From an optimization exercise on the open Yosys and OpenROAD flow, aimed at small area, a short achievable clock period and few clock cycles per item; shortcuts taken in it are not production practice.
The RTL of this run was laid out without a check of its function.
Power figures rest on the tool's default switching activity, not on a simulated workload.

File: flow/config.mk
export PLATFORM = sky130hd
export DESIGN_NAME = muldiv_sequencer
export DESIGN_NICKNAME = muldiv_sequencer
export VERILOG_FILES = /design/flow/design.v
export SDC_FILE = /design/flow/constraint.sdc
export NUM_CORES = 4
export LEC_CHECK = 0
export CAP_MARGIN = 20
export CORE_MARGIN = 2
export CORE_UTILIZATION = 40
export SLEW_MARGIN = 20
File: flow/constraint.sdc
create_clock -name core_clock -period 8.0 [get_ports {CLK}]
set_input_delay 1.6000 -clock core_clock [delete_from_list [all_inputs] [get_ports {CLK}]]
set_output_delay 1.6000 -clock core_clock [all_outputs]
set_load 0.01 [all_outputs]
File: flow/design.v
module muldiv_sequencer (
  input  logic        CLK,
  input  logic        RESET_N,
  input  logic        START,
  input  logic        ABORT,
  input  logic [2:0]  OP,
  input  logic [63:0] X,
  input  logic [63:0] Y,
  output logic        BUSY,
  output logic        DONE,
  output logic [63:0] RESULT
);
  localparam int K  = 8;           
  localparam int NM = 64 / K;      
  localparam int W  = 65 + K;      
  typedef enum logic [2:0] {
    IDLE   = 3'd0,
    MUL    = 3'd1,
    MFIN   = 3'd2,
    DPRE   = 3'd3,
    DSHIFT = 3'd4,
    DIV    = 3'd5,
    FIX    = 3'd6
  } state_e;
  state_e      state_q, state_d;
  logic [5:0]  cnt_q, cnt_d;
  logic [2:0]  op_q, op_d;
  logic [63:0] m_q, m_d;           
  logic [64:0] s_q, s_d;           
  logic [64:0] c_q, c_d;           
  logic [63:0] lo_q, lo_d;         
  logic [K-1:0] ls_q, ls_d;        
  logic [K-1:0] lc_q, lc_d;        
  logic        cy_q, cy_d;         
  logic        xneg_q, xneg_d;
  logic        yneg_q, yneg_d;
  logic        yz_q, yz_d;
  logic        busy_q, busy_d;
  logic        done_q, done_d;
  logic is_div, q_res, mulh, mulhsu, mul_lo;
  assign is_div = op_q[2];
  assign q_res  = ~op_q[1];                  
  assign mulh   = (op_q == 3'd1);
  assign mulhsu = (op_q == 3'd2);
  assign mul_lo = (op_q == 3'd0);
  logic div_signed;
  assign div_signed = ~op_q[0];              
  function automatic logic [6:0] bitlen(input logic [63:0] v);
    bitlen = 7'd0;
    for (int i = 0; i < 64; i++) begin
      if (v[i]) bitlen = 7'(i + 1);
    end
  endfunction
  logic          last_mul;
  logic [W-1:0]  rows [K];
  logic [W-1:0]  ts, tc;
  logic [K:0]    lres;
  logic [64+K:0] mfin;
  assign last_mul = (cnt_q[2:0] == 3'(NM - 1));
  always_comb begin
    logic xs, ys;
    logic [63:0] pp;
    xs = mulh | mulhsu;
    ys = mulh;
    for (int r = 0; r < K; r++) begin
      pp = m_q & {64{lo_q[r]}};
      if (r == K - 1) begin
        pp = pp ^ {xs ^ (ys & last_mul), {63{ys & last_mul}}};
      end else begin
        pp = pp ^ {xs, 63'd0};
      end
      rows[r] = W'(pp) << r;
    end
  end
  function automatic logic [2*W-1:0] csa(input logic [W-1:0] a, input logic [W-1:0] b,
                                         input logic [W-1:0] c);
    logic [W-1:0] sm, cr;
    sm  = a ^ b ^ c;
    cr  = ((a & b) | (a & c) | (b & c)) << 1;
    csa = {cr, sm};
  endfunction
  logic [W-1:0] a0, a1, a2, a3, a4, a5, b0, b1, b2, b3, c0, c1, d0, d1;
  assign {a1, a0} = csa(rows[0], rows[1], rows[2]);
  assign {a3, a2} = csa(rows[3], rows[4], rows[5]);
  assign {a5, a4} = csa(rows[6], rows[7], W'(s_q));
  assign {b1, b0} = csa(a0, a1, a2);
  assign {b3, b2} = csa(a3, a4, a5);
  assign {c1, c0} = csa(b0, b1, b2);
  assign {d1, d0} = csa(c0, c1, b3);
  assign {tc, ts} = csa(d0, d1, W'(c_q));
  assign lres = {1'b0, ls_q} + {1'b0, lc_q} + {{K{1'b0}}, cy_q};
  assign mfin = {1'b0, s_q[63:0], ls_q} + {1'b0, c_q[63:0], lc_q} + {{(64+K){1'b0}}, cy_q};
  logic [65:0] dsum;
  logic        dge;
  logic [63:0] drem;
  assign dsum = {1'b0, s_q[63:0], lo_q[63]} + {2'b11, m_q} + {65'd0, ~yneg_q};
  assign dge  = ~dsum[65];
  assign drem = dge ? dsum[63:0] : {s_q[62:0], lo_q[63]};
  logic        xneg_c, yneg_c, yz_c;
  logic [6:0]  lx, ly, ly1;
  logic [6:0]  i0;
  always_comb begin
    xneg_c = div_signed & m_q[63];
    yneg_c = div_signed & lo_q[63];
    yz_c   = (lo_q == 64'd0);
    lx     = bitlen(xneg_c ? ~m_q : m_q) + {6'd0, xneg_c};
    ly     = bitlen(yneg_c ? ~lo_q : lo_q);
    ly1    = (ly == 7'd0) ? 7'd1 : ly;
    i0     = (lx > ly1) ? (lx - ly1) : 7'd0;
  end
  logic [127:0] dshift;
  assign dshift = {64'd0, m_q} << (6'd63 - cnt_q);
  logic [63:0] neg_in, neg_out;
  assign neg_in  = (state_q == DPRE) ? m_q : (q_res ? lo_q : s_q[63:0]);
  assign neg_out = ~neg_in + 64'd1;
  logic need_fix;
  assign need_fix = q_res ? (xneg_q ^ yneg_q) : xneg_q;
  always_comb begin
    state_d = state_q;
    cnt_d   = cnt_q;
    op_d    = op_q;
    m_d     = m_q;
    s_d     = s_q;
    c_d     = c_q;
    lo_d    = lo_q;
    ls_d    = ls_q;
    lc_d    = lc_q;
    cy_d    = cy_q;
    xneg_d  = xneg_q;
    yneg_d  = yneg_q;
    yz_d    = yz_q;
    done_d  = 1'b0;
    case (state_q)
      IDLE: begin
        if (START && !ABORT) begin
          op_d    = OP;
          m_d     = X;
          lo_d    = Y;
          s_d     = (OP == 3'd1) ? {1'b1, 64'd0} :
                    (OP == 3'd2) ? {2'b01, 63'd0} : 65'd0;
          c_d     = 65'd0;
          ls_d    = '0;
          lc_d    = '0;
          cy_d    = 1'b0;
          cnt_d   = 6'd0;
          state_d = OP[2] ? DPRE : MUL;
        end
      end
      MUL: begin
        s_d     = ts[W-1:K];
        c_d     = tc[W-1:K];
        ls_d    = ts[K-1:0];
        lc_d    = tc[K-1:0];
        cy_d    = lres[K];
        lo_d    = {lres[K-1:0], lo_q[63:K]};
        cnt_d   = cnt_q + 6'd1;
        if (last_mul) state_d = MFIN;
      end
      MFIN: begin
        lo_d    = {mfin[K-1:0], lo_q[63:K]};
        s_d     = mul_lo ? {1'b0, mfin[K-1:0], lo_q[63:K]}
                         : {1'b0, mfin[63+K] ^ (mulh | mulhsu), mfin[62+K:K]};
        done_d  = 1'b1;
        state_d = IDLE;
      end
      DPRE: begin
        xneg_d  = xneg_c & ~yz_c;
        yneg_d  = yneg_c;
        yz_d    = yz_c;
        if (xneg_c && !yz_c) m_d = neg_out;
        cnt_d   = i0[5:0];
        state_d = DSHIFT;
      end
      DSHIFT: begin
        m_d = yneg_q ? lo_q : ~lo_q;
        if (yz_q) begin
          s_d     = q_res ? {1'b0, 64'hFFFF_FFFF_FFFF_FFFF} : {1'b0, m_q};
          done_d  = 1'b1;
          state_d = IDLE;
        end else begin
          s_d     = {1'b0, dshift[127:64]};
          lo_d    = dshift[63:0];
          state_d = DIV;
        end
      end
      DIV: begin
        s_d   = {1'b0, drem};
        lo_d  = {lo_q[62:0], dge};
        cnt_d = cnt_q - 6'd1;
        if (cnt_q == 6'd0) begin
          if (need_fix) begin
            state_d = FIX;
          end else begin
            if (q_res) s_d = {1'b0, lo_q[62:0], dge};
            done_d  = 1'b1;
            state_d = IDLE;
          end
        end
      end
      FIX: begin
        s_d     = {1'b0, neg_out};
        done_d  = 1'b1;
        state_d = IDLE;
      end
      default: begin
        state_d = IDLE;
      end
    endcase
    if (ABORT) begin
      state_d = IDLE;
      done_d  = 1'b0;
    end
    busy_d = (state_d != IDLE);
  end
  always_ff @(posedge CLK or negedge RESET_N) begin
    if (!RESET_N) begin
      state_q <= IDLE;
      busy_q  <= 1'b0;
      done_q  <= 1'b0;
    end else begin
      state_q <= state_d;
      busy_q  <= busy_d;
      done_q  <= done_d;
    end
  end
  always_ff @(posedge CLK) begin
    cnt_q  <= cnt_d;
    op_q   <= op_d;
    m_q    <= m_d;
    s_q    <= s_d;
    c_q    <= c_d;
    lo_q   <= lo_d;
    ls_q   <= ls_d;
    lc_q   <= lc_d;
    cy_q   <= cy_d;
    xneg_q <= xneg_d;
    yneg_q <= yneg_d;
    yz_q   <= yz_d;
  end
  assign BUSY   = busy_q;
  assign DONE   = done_q;
  assign RESULT = s_q[63:0];
endmodule
File: flow/run.sh
#!/bin/bash
# synth_recipe.tcl (not shown) runs the flow's synth.tcl, then flattens the netlist and writes it again
# the make line also repeats each setting of config.mk as NAME=value (left out here)
make -C /OpenROAD-flow-scripts/flow DESIGN_CONFIG=/design/flow/config.mk WORK_HOME=/design/flow/orfs CLKGATE_MAP_FILE= SYNTH_SCRIPT=/design/flow/synth_recipe.tcl finish
==> results_tabular.tex <==
\begin{tabular}{lr}
\hline
Metric & Value \\
\hline
\multicolumn{2}{l}{\textbf{Run status}} \\
\quad Result of the run & finished clean \\
\multicolumn{2}{l}{\textbf{Worst setup path}} \\
\quad Top cell by count, worst path & sky130\_fd\_sc\_hd\_\_o21ai\_0 \\
\quad Count of buffering cells on the critical path with inverters included & 2 \\
\quad Kind of cell adding the most delay to the critical path & compound AO/OA/AOI/OAI gates \\
\quad Arrival time at the worst endpoint & 7.72 ns \\
\quad Slowest-stage cell, CP & sky130\_fd\_sc\_hd\_\_a2111oi\_0 \\
\quad Critical Path Max Stage Delay & 0.55 ns \\
\quad Category of the worst setup path launch point & flop \\
\quad Kind of capture point of the worst setup path & flop \\
\quad Worst Reg-to-Reg Cells & 30 \\
\quad Logic depth of the worst setup path including buffers & 30 \\
\quad Req. time, crit path & 8.37 ns \\
\quad Crit path kind & reg -> reg \\
\quad Worst Path Max Fanout & 43 \\
\multicolumn{2}{l}{\textbf{Pwr}} \\
\quad Max VDD drop & 0.174 mV \\
\quad Combinational cell fraction of total power & 73.0\% \\
\quad Switching power share of the total & 53.2\% \\
\quad Internal power consumption & 8270 uW \\
\quad Leakage Power & 0.0240 uW \\
\quad Part of the power in the clock network & 11.6\% \\
\quad Proportion of power drawn by flip-flops and latches & 15.4\% \\
\quad Power per unit of standard cell area & 309 nW/um\^{}2 \\
\quad Switch Pwr & 9410 uW \\
\multicolumn{2}{l}{\textbf{Die}} \\
\quad Number of placement rows & 132 \\
\quad Die Footprint & 134000 sq um \\
\quad Starting density of the core & 40.4\% \\
\quad Horizontal die dimension & 366 microns \\
\quad I/O pins & 201 \\
\quad Vert. Die Dim & 366 microns \\
\quad Core Footprint & 130000 sq um \\
\multicolumn{2}{l}{\textbf{Routing}} \\
\quad Total via count in the routed design & 51468 \\
\quad Final routed wirelength across all metal layers & 254000 microns \\
\quad Remaining antenna violation count & 0 \\
\quad Via density per instance & 6.29 \\
\quad Number of DRC violations after detailed-routing iteration 0 & 6757 \\
\quad WL/cell & 31.1 microns \\
\quad Post-detailed-route DRC marker count & 0 \\
\quad Count of TritonRoute iterations in the first routing pass & 9 \\
\multicolumn{2}{l}{\textbf{Global route}} \\
\quad Total GRT Usage & 37.0\% \\
\quad Number of global-route vias before repair & 49816 \\
\quad Initial antenna violation count & 15 \\
\quad Pin count of the biggest net entering global routing & 102 \\
\quad Total grt overflow & 0 \\
\quad Global-route wire length before repair & 363000 microns \\
\multicolumn{2}{l}{\textbf{Placement}} \\
\quad Total cell area at the placement stage & 55700 sq um \\
\quad HPWL reported at the end of detailed placement & 192000 microns \\
\quad Placer congestion estimate & 1.04 \\
\quad Port bufs & 200 \\
\multicolumn{2}{l}{\textbf{Logic synthesis}} \\
\quad Cell count after synthesis & 6550 \\
\quad Top area cells in the synthesized netlist & sky130\_fd\_sc\_hd\_\_fa\_1, sky130\_fd\_sc\_hd\_\_edfxtp\_1, sky130\_fd\_sc\_hd\_\_inv\_1, sky130\_fd\_sc\_hd\_\_nand2\_1, sky130\_fd\_sc\_hd\_\_o21ai\_0 \\
\quad Number of flops mapped to enable cells by yosys & 286 \\
\quad Count of yosys warnings during synthesis & 2 \\
\quad Synthesized net count & 7373 \\
\quad Most used flip-flop cell after synthesis & sky130\_fd\_sc\_hd\_\_edfxtp\_1 \\
\quad Cell area after synthesis & 52400 sq um \\
\quad Synth top area share & 19.3\% \\
\quad Post-synth ARST share & 1.72\% \\
\quad Syn avg cell area & 8.00 sq um \\
\quad Seq/Total Area, Yosys & 16.6\% \\
\quad Library cells used by synthesis & 88 \\
\quad Yosys top cell by area & sky130\_fd\_sc\_hd\_\_fa\_1 \\
\quad \#FFs+latches synth & 291 \\
\multicolumn{2}{l}{\textbf{STA}} \\
\quad Count of pins over their slew limit & 0 \\
\quad Unrepaired setup endpoints after global routing & false \\
\quad Period minus WS final & 7.35 ns \\
\quad Minimum hold slack & 0.792 ns \\
\quad Transition time of the tightest slew-check pin & 1.34 ns \\
\quad Worst relative slew slack & 10.1\% \\
\quad Final Skew & 0.0287 ns \\
\quad Number of hold violations in the final report & 0 \\
\quad TNS Setup & 0 ns \\
\quad Share of the clock period used by the worst path after layout & 91.9\% \\
\quad Setup-violating endpoint count in the final report & 0 \\
\quad Achievable frequency & 136 MHz \\
\multicolumn{2}{l}{\textbf{Clocking}} \\
\quad TritonCTS sink count & 291 \\
\quad Post-CTS Repair Setup Buffers & 0 \\
\quad Later-pin clock latency in the skew report & 0.64 ns \\
\quad CTS buffer count & 43 \\
\quad Hold-fix buffers, CTS & 0 \\
\quad Clock transition at the registers of the reported paths & 0.06 ns \\
\quad Root buffer cell & sky130\_fd\_sc\_hd\_\_clkbuf\_16 \\
\quad PostCTS Resize Cnt & 0 \\
\quad H-tree depth reported by CTS & 2 \\
\quad CTS Buffer Depth & 3 \\
\quad Clock tree from TritonCTS & built \\
\multicolumn{2}{l}{\textbf{Hold path}} \\
\quad Class of the most critical hold timing path & reg -> reg \\
\quad WHS Path Cells & 2 \\
\multicolumn{2}{l}{\textbf{Layout}} \\
\quad Area growth from synthesis to final layout & 9.08\% \\
\quad Area of combinational cells with multiple inputs & 38400 sq um \\
\quad Fillers & 13191 \\
\quad Final Net Count & 7224 \\
\quad Final standard cell area without fillers & 57200 sq um \\
\quad Share of cells above drive strength 1 & 6.14\% \\
\quad Area taken by flip-flops and latches & 8720 sq um \\
\multicolumn{2}{l}{\textbf{Job}} \\
\quad Maximum capacitance violations & 0 \\
\hline
\end{tabular}
registers in the layout, summed over array words and instances (netlist names):
register  count
xneg_q        1
s_q          65
c_q          65
op_q          3
lc_q          7
cnt_q         6
yneg_q        1
busy_q        1
state_q       3
ls_q          8
m_q          64
lo_q         64
cy_q          1
yz_q          1
done_q        1
stage by stage:
step | setup slack, ns | power [uW] | cells | util (%)
after floorplan | 0.917 | 10400 | 6550 | -
after global placement | 0.946 | 15200 | 8098 | 42.9
after detailed placement | 0.908 | 15300 | 8098 | 42.9
after CTS | 0.879 | 17500 | 8175 | 44.0
after global routing | 0.299 | 18900 | 8175 | 44.0
final | 0.650 | 17700 | 8182 | 44.0
routing by layer:
metal | part of all wire, % | GRT usage, % | vias up
met2 | 43 | 56.3 | 3183
met5 | 0.028 | 0 | -
met3 | 11 | 8.87 | 831
li1 | - | - | 21889
met1 | 39 | 48.0 | 25555
met4 | 7.0 | 21.3 | 10
worst paths after layout:
check	slack [ns]	endpoint	startpoint
worst max-delay path	0.65	cnt_q[3]	op_q[0]
worst min-delay path	0.79	ls_q[0]	c_q[0]
worst max register to register	0.65	cnt_q[3]	op_q[0]
worst min register to register	0.79	ls_q[0]	c_q[0]
max in group asynchronous	6.56	state_q[0]	RESET_N
min in group asynchronous	1.20	state_q[1]	RESET_N
layout by cell type (no fill, tap or decap), drive strengths merged, types with 21 or more instances in the layout:
cell	Yosys	final
a211oi	21	21
a21boi	34	34
a21o	88	88
a21oi	352	352
a221oi	50	50
a22o	41	41
a22oi	99	99
a31oi	42	42
and2	299	299
and3	52	52
buf	148	189
clkbuf	435	52
clkdlybuf4s50	0	200
edfxtp	286	286
fa	504	504
ha	184	184
inv	797	796
mux2i	148	148
mux4	55	55
nand2	738	738
nand2b	51	51
nand3	96	96
nand4	29	29
nor2	448	448
nor2b	40	40
nor3	97	97
o211ai	73	73
o21a	34	34
o21ai	510	510
o21bai	38	38
o221ai	92	92
o22ai	51	51
or3	44	44
xnor2	248	248
xor2	114	114
kinds of logic (layout without fill, tap and decap cells):
kind of cell             count (synthesis)  count (layout)  synth area share (%)
other                                    0               7                     0
adder cells (fa/ha/maj)                688             688                  23.6
XOR/XNOR                               362             362                  6.05
AND/OR/NAND/NOR                       1955            1955                  17.4
flip-flops                             291             291                  16.6
buffers and inverters                 1380            1263                  10.5
multiplexers                           220             220                  5.56
AO/OA/AOI/OAI                         1654            1654                  20.3
synthesized netlist by cell type, types with 44 or more instances:
master / n
sky130_fd_sc_hd__buf_1: 54
sky130_fd_sc_hd__o21ai_0: 463
sky130_fd_sc_hd__mux2i_1: 148
sky130_fd_sc_hd__o21ai_1: 47
sky130_fd_sc_hd__and3_1: 52
sky130_fd_sc_hd__xnor2_1: 248
sky130_fd_sc_hd__a21oi_1: 351
sky130_fd_sc_hd__a21o_1: 88
sky130_fd_sc_hd__o22ai_1: 51
sky130_fd_sc_hd__o221ai_1: 92
sky130_fd_sc_hd__nor2_1: 447
sky130_fd_sc_hd__nand3_1: 96
sky130_fd_sc_hd__edfxtp_1: 286
sky130_fd_sc_hd__nor3_1: 94
sky130_fd_sc_hd__xor2_1: 114
sky130_fd_sc_hd__a22oi_1: 99
sky130_fd_sc_hd__clkbuf_1: 435
sky130_fd_sc_hd__nand2_1: 737
sky130_fd_sc_hd__o211ai_1: 73
sky130_fd_sc_hd__or3_1: 44
sky130_fd_sc_hd__mux4_2: 55
sky130_fd_sc_hd__ha_1: 184
sky130_fd_sc_hd__inv_1: 794
sky130_fd_sc_hd__nand2b_1: 51
sky130_fd_sc_hd__a221oi_1: 49
sky130_fd_sc_hd__fa_1: 504
sky130_fd_sc_hd__and2_1: 298
sky130_fd_sc_hd__buf_4: 72
power by group through the flow:
stage                     logic [uW]  clock network (uW)  registers [uW]
final                          12900                2060            2720
after global routing           14100                2110            2730
after CTS                      12700                2060            2710
after detailed placement       12600                   0            2740
after global placement         12500                   0            2730
after floorplan                 8070                   0            2300
layout make-up:
type / instances / area share (%)
Sequential cell: 291 / 15.3
Tap cell: 1742 / 3.81
Antenna cell: 7 / 0.0306
Clock buffer: 52 / 2.07
Multi-Input combinational cell: 4879 / 67.1
Clock inverter: 25 / 0.427
Timing Repair Buffer: 389 / 6.07
Inverter: 797 / 5.24
worst reg2reg max path: cells and delay by family (launching register included):
family	cells	cell delay, ns
adder cells (fa/ha/maj)	3	0.91
buffers and inverters	2	0.76
AO/OA/AOI/OAI	18	3.73
AND/OR/NAND/NOR	7	1.30
flip-flops	1	0.39

-- separate check: timing with driven ports --
No port has a modelled driver above. Below, the same layout with a new extraction and two added sets of constraints.
Step 1 assumes that a clkbuf_16 drives the clock port and a buf_2 every other input.
Step 2 times the ports against the registers' clock, not the clock port: input delays grow and output delays shrink by t, the midpoint of the rising clock arrivals with the driver on.
Slacks: no drivers / after step 1 / after step 2; pairs: no drivers / after step 1.
shift t [ns]: 0.711
slack for setup (ns): 0.650 / 0.650 / 0.650
worst slew at a driven data input, ns: 0.09
After both steps this run still meets setup and hold. The setup slack of this run moves by 0.000 ns with the drivers and by 0.000 ns with both steps.
